From an optimization exercise on the open Yosys and OpenROAD flow, aimed at small area; shortcuts taken in it are not production practice.
Function was checked by simulation only, so behaviour that the tests miss may differ from the original.
No activity file was given, so power comes from the tool's default toggle rates.

== v51 ==
==> flow/design.v <==
module param_memory #(
   parameter int WIDTH      = 32,
   parameter int DEPTH      = 48,
   parameter int ADDR_WIDTH = 6,
   parameter int RD_LATENCY = 2,
   parameter int RESET_MEM  = 1
) (
   input  logic                  clk_i,
   input  logic                  rst_i,
   input  logic                  valid_i,
   output logic                  ready_o,
   input  logic                  wr_rd_i,
   input  logic [ADDR_WIDTH-1:0] addr_i,
   input  logic [WIDTH-1:0]      wdata_i,
   input  logic [WIDTH/8-1:0]    wstrb_i,
   output logic                  rvalid_o,
   output logic [WIDTH-1:0]      rdata_o,
   output logic                  rerr_o,
   input  logic                  rready_i
);
   localparam int NBYTES = WIDTH / 8;
   localparam int NRING  = 16;
   localparam int NSLOT  = 3;
   logic                  ready_q, rvalid_q, rerr_q;
   logic [1:0]            ph_q;
   logic [ADDR_WIDTH-1:0] addr_q;
   logic [WIDTH-1:0]      data_q;                 
   logic [NBYTES-1:0]     wstrb_q;
   logic                  pend_q;                 
   logic [1:0]            nrot_q;
   logic [WIDTH-1:0]      rdata_q;
   logic [WIDTH-1:0]      slot_q [NRING][NSLOT];
   logic                  sval_q [NRING][NSLOT];
   logic busy, rd_wait, q_ok;
   assign busy    = ~ready_q & ~rvalid_q;
   assign rd_wait = busy & ~ph_q[1] & ph_q[0];
   assign q_ok    = addr_q < 6'(DEPTH);
   logic [1:0] nrot_pre;
   assign nrot_pre = (nrot_q == 2'd0) ? 2'd2 : nrot_q - 2'd1;
   logic [5:0]       ra;
   logic             r_tap;
   logic [WIDTH-1:0] tap_word;
   assign ra    = ready_q ? addr_i : addr_q;
   assign r_tap = (ra < 6'(DEPTH)) & (ra[5:4] == nrot_q);
   always_comb begin
      tap_word = '0;
      for (int j = 0; j < NRING; j++) begin
         tap_word = tap_word | (slot_q[j][0] & {WIDTH{sval_q[j][0] && ra[3:0] == 4'(j)}});
      end
   end
   logic [NRING-1:0]  whit;
   logic              wval;
   logic [WIDTH-1:0]  wbus;
   logic [NBYTES-1:0] bsel;
   always_comb begin
      wval = 1'b0;
      for (int j = 0; j < NRING; j++) begin
         whit[j] = pend_q & rst_i & (addr_q[5:4] == nrot_pre) & (addr_q[3:0] == 4'(j));
         wval    = wval | (sval_q[j][2] & whit[j]);
      end
      for (int k = 0; k < NBYTES; k++) begin
         wbus[8*k +: 8] = data_q[8*k +: 8] & {8{wstrb_q[k]}};
         bsel[k]        = wstrb_q[k] | ~wval;
      end
   end
   always_ff @(posedge clk_i) begin
      for (int j = 0; j < NRING; j++) begin
         for (int k = 0; k < NBYTES; k++) begin
            if (whit[j] && bsel[k]) begin
               slot_q[j][0][8*k +: 8] <= wbus[8*k +: 8];
            end else begin
               slot_q[j][0][8*k +: 8] <= slot_q[j][2][8*k +: 8];
            end
         end
         slot_q[j][1] <= slot_q[j][0];
         slot_q[j][2] <= slot_q[j][1];
         sval_q[j][0] <= rst_i & (sval_q[j][2] | whit[j]);
         sval_q[j][1] <= rst_i & sval_q[j][0];
         sval_q[j][2] <= rst_i & sval_q[j][1];
      end
   end
   always_ff @(posedge clk_i) begin
      if (!rst_i) begin
         nrot_q <= '0;
      end else begin
         nrot_q <= nrot_pre;
      end
   end
   always_ff @(posedge clk_i) begin
      if (ready_q) begin
         addr_q  <= addr_i;
         data_q  <= wdata_i;
         wstrb_q <= wstrb_i;
      end
      if (r_tap && ((ready_q && valid_i && !wr_rd_i) || rd_wait)) begin
         data_q <= tap_word;
      end
   end
   always_ff @(posedge clk_i) begin
      if (!rst_i) begin
         ready_q  <= 1'b0;
         rvalid_q <= 1'b0;
         rerr_q   <= 1'b0;
         rdata_q  <= '0;
         ph_q     <= 2'b00;
         pend_q   <= 1'b0;
      end else begin
         if (|whit) pend_q <= 1'b0;
         if (ready_q && valid_i) begin
            ready_q <= 1'b0;
            ph_q    <= {wr_rd_i, 1'b1};
            pend_q  <= wr_rd_i & (addr_i < 6'(DEPTH));
         end
         if (busy) begin
            if (!ph_q[1] && !ph_q[0]) ready_q <= 1'b1;
            if (ph_q[0] && !ph_q[1]) ph_q <= 2'b10;
            if (ph_q[1]) begin
               rvalid_q <= 1'b1;
               rerr_q   <= ~q_ok;
               rdata_q  <= (ph_q[0] || !q_ok) ? '0 : (r_tap ? tap_word : data_q);
            end
         end
         if (rvalid_q && rready_i) begin
            rvalid_q <= 1'b0;
            rerr_q   <= 1'b0;
            ready_q  <= 1'b1;
         end
      end
   end
   assign ready_o  = ready_q;
   assign rvalid_o = rvalid_q;
   assign rdata_o  = rdata_q;
   assign rerr_o   = rerr_q;
endmodule
Settings: LEC_CHECK=0, CAP_MARGIN=20, CORE_MARGIN=2, CORE_UTILIZATION=40, SLEW_MARGIN=20; clock period 5.0 ns.
run.sh (not shown) runs the stock make flow with config.mk's settings and CLKGATE_MAP_FILE= SYNTH_SCRIPT=/design/flow/synth_recipe.tcl, a recipe that flattens the netlist after the stock synthesis.
Here is what was changed in the inputs of v59 compared with v51.
==> flow/flow/run.sh (new file) <==
#!/bin/bash
# The standard layout, with a leaner clock tree (small clock buffers, larger
# sink clusters, no dummy loads) and single-drive port buffers.
set -euo pipefail
bash standard.sh finish \
  "CTS_ARGS=-sink_clustering_enable -repair_clock_nets -dont_use_dummy_load -buf_list {sky130_fd_sc_hd__clkbuf_2 sky130_fd_sc_hd__clkbuf_4 sky130_fd_sc_hd__clkbuf_8} -sink_clustering_size 16 -sink_clustering_max_diameter 40" \
  "BUFFER_PORTS_ARGS=-buffer_cell sky130_fd_sc_hd__buf_1" > standard.log 2>&1
==> flow/standard.sh (new file) <==
#!/bin/bash
# synth_recipe.tcl (not shown) runs the flow's synth.tcl, then flattens the netlist and writes it again
# the make line also repeats each setting of config.mk as NAME=value (left out here)
make -C /OpenROAD-flow-scripts/flow DESIGN_CONFIG=/design/flow/config.mk WORK_HOME=/design/flow/orfs CLKGATE_MAP_FILE= SYNTH_SCRIPT=/design/flow/synth_recipe.tcl "${@:-finish}"
removed: flow/run.sh
Notes after the runs:
[compare] base=v51 new=v59: detailed placer's ending HPWL about even; total power fell 19%. v59 improves on v51 in wire length reported by the detailed router. Critical path depth (lower): v59. met5 as the highest layer used for signal routing was reported by v51, and met4 by v59. Final instance area: v59 vs v51 down about 7%. Clock network area share ended up 5.5 points lower on v59 than on v51. Changes observed in v59 relative to v51: normalized max-slew margin went up; clock network power share went down.
diff inputs: v59 => v9
Settings: CORE_UTILIZATION now 65, was 40.
==> flow/flow/run.sh <==
#!/bin/bash
# The standard layout, with a leaner clock tree (small clock buffers, larger
# sink clusters, no dummy loads) and single-drive port buffers.
set -euo pipefail
bash standard.sh finish \
  "CTS_ARGS=-sink_clustering_enable -repair_clock_nets -dont_use_dummy_load -buf_list {sky130_fd_sc_hd__clkbuf_4 sky130_fd_sc_hd__clkbuf_8} -sink_clustering_size 20 -sink_clustering_max_diameter 40" \
  "BUFFER_PORTS_ARGS=-buffer_cell sky130_fd_sc_hd__buf_1" > standard.log 2>&1
## What came out
- [compare] base=v59 new=v9: critical path depth now sits higher; final worst setup slack has increased; die height went down about 21%; area growth from synthesis to layout down 1.9 points; overall routed net length went down.
- Comparing v59 and v9, maximum frequency is lower on v59.
- Diff v59 and v9: number of antenna violations at the first check in global routing lower in v9
- v9 against v59: clock-buffer cell count fell by 9, total number of vias rose by about 3.5%, total power draw fell by 0.31 mW, switching power as a share of total power fell by 0.27 points.

* * *

param_memory, a different RTL version from the one above (not shown whole).
Size: roughly 3,900 cells after synthesis, about 1,600 flip-flops, about 45,000 sq um of cells after synthesis.
==> flow/config.mk <==
export PLATFORM = sky130hd
export DESIGN_NAME = param_memory
export DESIGN_NICKNAME = param_memory
export VERILOG_FILES = /design/flow/design.v
export SDC_FILE = /design/flow/constraint.sdc
export NUM_CORES = 4
export LEC_CHECK = 0
export CAP_MARGIN = 20
export CORE_MARGIN = 2
export CORE_UTILIZATION = 80
export PLACE_DENSITY = 0.85
export SLEW_MARGIN = 20
==> flow/constraint.sdc <==
create_clock -name core_clock -period 5.0 [get_ports {clk_i}]
set_input_delay 1.0000 -clock core_clock [delete_from_list [all_inputs] [get_ports {clk_i}]]
set_output_delay 1.0000 -clock core_clock [all_outputs]
set_load 0.01 [all_outputs]
standard.sh (not shown) runs the stock make flow with config.mk's settings and CLKGATE_MAP_FILE= SYNTH_SCRIPT=/design/flow/synth_recipe.tcl, a recipe that flattens the netlist after the stock synthesis.
==> flow/flow/run.sh <==
#!/bin/bash
# The standard layout, with a leaner clock tree (small clock buffers, larger
# sink clusters, no dummy loads) and single-drive port buffers.
set -euo pipefail
bash standard.sh finish \
  "CTS_ARGS=-sink_clustering_enable -repair_clock_nets -dont_use_dummy_load -buf_list {sky130_fd_sc_hd__clkbuf_4 sky130_fd_sc_hd__clkbuf_8} -sink_clustering_size 20 -sink_clustering_max_diameter 40" \
  "BUFFER_PORTS_ARGS=-buffer_cell sky130_fd_sc_hd__buf_1" > standard.log 2>&1
Edit:
==> flow/flow/run.sh (replaced) <==
#!/bin/bash
# The standard layout, with a leaner clock tree (small clock buffers, larger
# sink clusters, no dummy loads) and single-drive port buffers.
set -euo pipefail
bash standard.sh finish \
  "CTS_ARGS=-sink_clustering_enable -repair_clock_nets -dont_use_dummy_load -buf_list {sky130_fd_sc_hd__clkbuf_4} -sink_clustering_size 10 -sink_clustering_max_diameter 30" \
  "BUFFER_PORTS_ARGS=-buffer_cell sky130_fd_sc_hd__buf_1" > standard.log 2>&1
CORE_UTILIZATION = 65   (was 80)
PLACE_DENSITY = default   (was 0.85)
The changed run finished with timing, DRC and antenna clean.
Worst setup slack improves by 110 ps.
Final cell count increases by 4.8%.
Register-to-register slack improved by 110 ps.
Power goes down by about 2%.
Count of clock-buffer cells in the layout rose by 74.
Global-route usage fell by 8.1 points.
Hold slack loses 200 ps.
Edit:
==> flow/flow/run.sh (replaced) <==
#!/bin/bash
# The standard layout, with a leaner clock tree (small clock buffers, larger
# sink clusters, no dummy loads) and single-drive port buffers.
set -euo pipefail
bash standard.sh finish \
  "CTS_ARGS=-sink_clustering_enable -repair_clock_nets -dont_use_dummy_load -buf_list {sky130_fd_sc_hd__clkbuf_4} -sink_clustering_size 12 -sink_clustering_max_diameter 25" \
  "BUFFER_PORTS_ARGS=-buffer_cell sky130_fd_sc_hd__buf_1" > standard.log 2>&1
CORE_UTILIZATION = 85   (was 65)
PLACE_DENSITY = 0.9   (was default)
What happened: The new run passed the timing, DRC and antenna checks; power stays flat; cell area drops slightly; sequential share of layout area came out higher by 0.51 points.
Edit:
==> flow/flow/run.sh (replaced) <==
#!/bin/bash
# The standard layout, with a leaner clock tree (small clock buffers, larger
# sink clusters, no dummy loads) and single-drive port buffers.
set -euo pipefail
bash standard.sh finish \
  "CTS_ARGS=-sink_clustering_enable -repair_clock_nets -dont_use_dummy_load -buf_list {sky130_fd_sc_hd__clkbuf_4} -sink_clustering_size 10 -sink_clustering_max_diameter 30" \
  "BUFFER_PORTS_ARGS=-buffer_cell sky130_fd_sc_hd__buf_1" > standard.log 2>&1
CORE_UTILIZATION = 80   (was 85)
PLACE_DENSITY = 0.85   (was 0.9)
After rerunning:
- The new run produced a clean layout
- fmax went down by 0.42%
- total power shrinks by 1.1%
- synthesized cell count is unchanged
- die area rises by 6.1%
- worst hold slack hardly moves

==> afterwards: timing with drivers on the ports <==
Ports are ideal in the flow. The routed layouts listed here were re-timed in OpenROAD. Step 1: set_driving_cell puts a clkbuf_16 on clk_i and a buf_2 on each other input, an assumption about the parent block. Step 2 times the ports against the registers' clock, not the clock port: input delays grow and output delays shrink by t, the midpoint of the rising clock arrivals with the driver on. Slacks: ideal / step 1 / step 2; pairs: ideal / step 1.
| run | t, ns | setup WS [ns] | worst data-port slew with drivers (ns) |
|---|---|---|---|
| v51 | 0.816 | 1.097 / 1.097 / 0.365 | 0.15 |
| v59 | 0.877 | 1.042 / 1.042 / 0.461 | 0.14 |
| v9 | 0.858 | 1.133 / 1.133 / 0.735 | 0.07 |
| the first run of note 2 | 0.861 | 0.930 / 0.930 / 0.727 | 0.09 |
| the second run of note 2 | 1.146 | 1.037 / 1.037 / 0.834 | 0.08 |
| the third run of note 2 | 1.173 | 1.016 / 1.016 / 0.794 | 0.07 |
| the fourth run of note 2 | 1.176 | 0.999 / 0.999 / 0.770 | 0.09 |
After both steps setup and hold are still met in every run listed. For v51, which loses most, drivers alone change the setup slack by 0.000 ns; drivers and shift together by -0.732 ns.
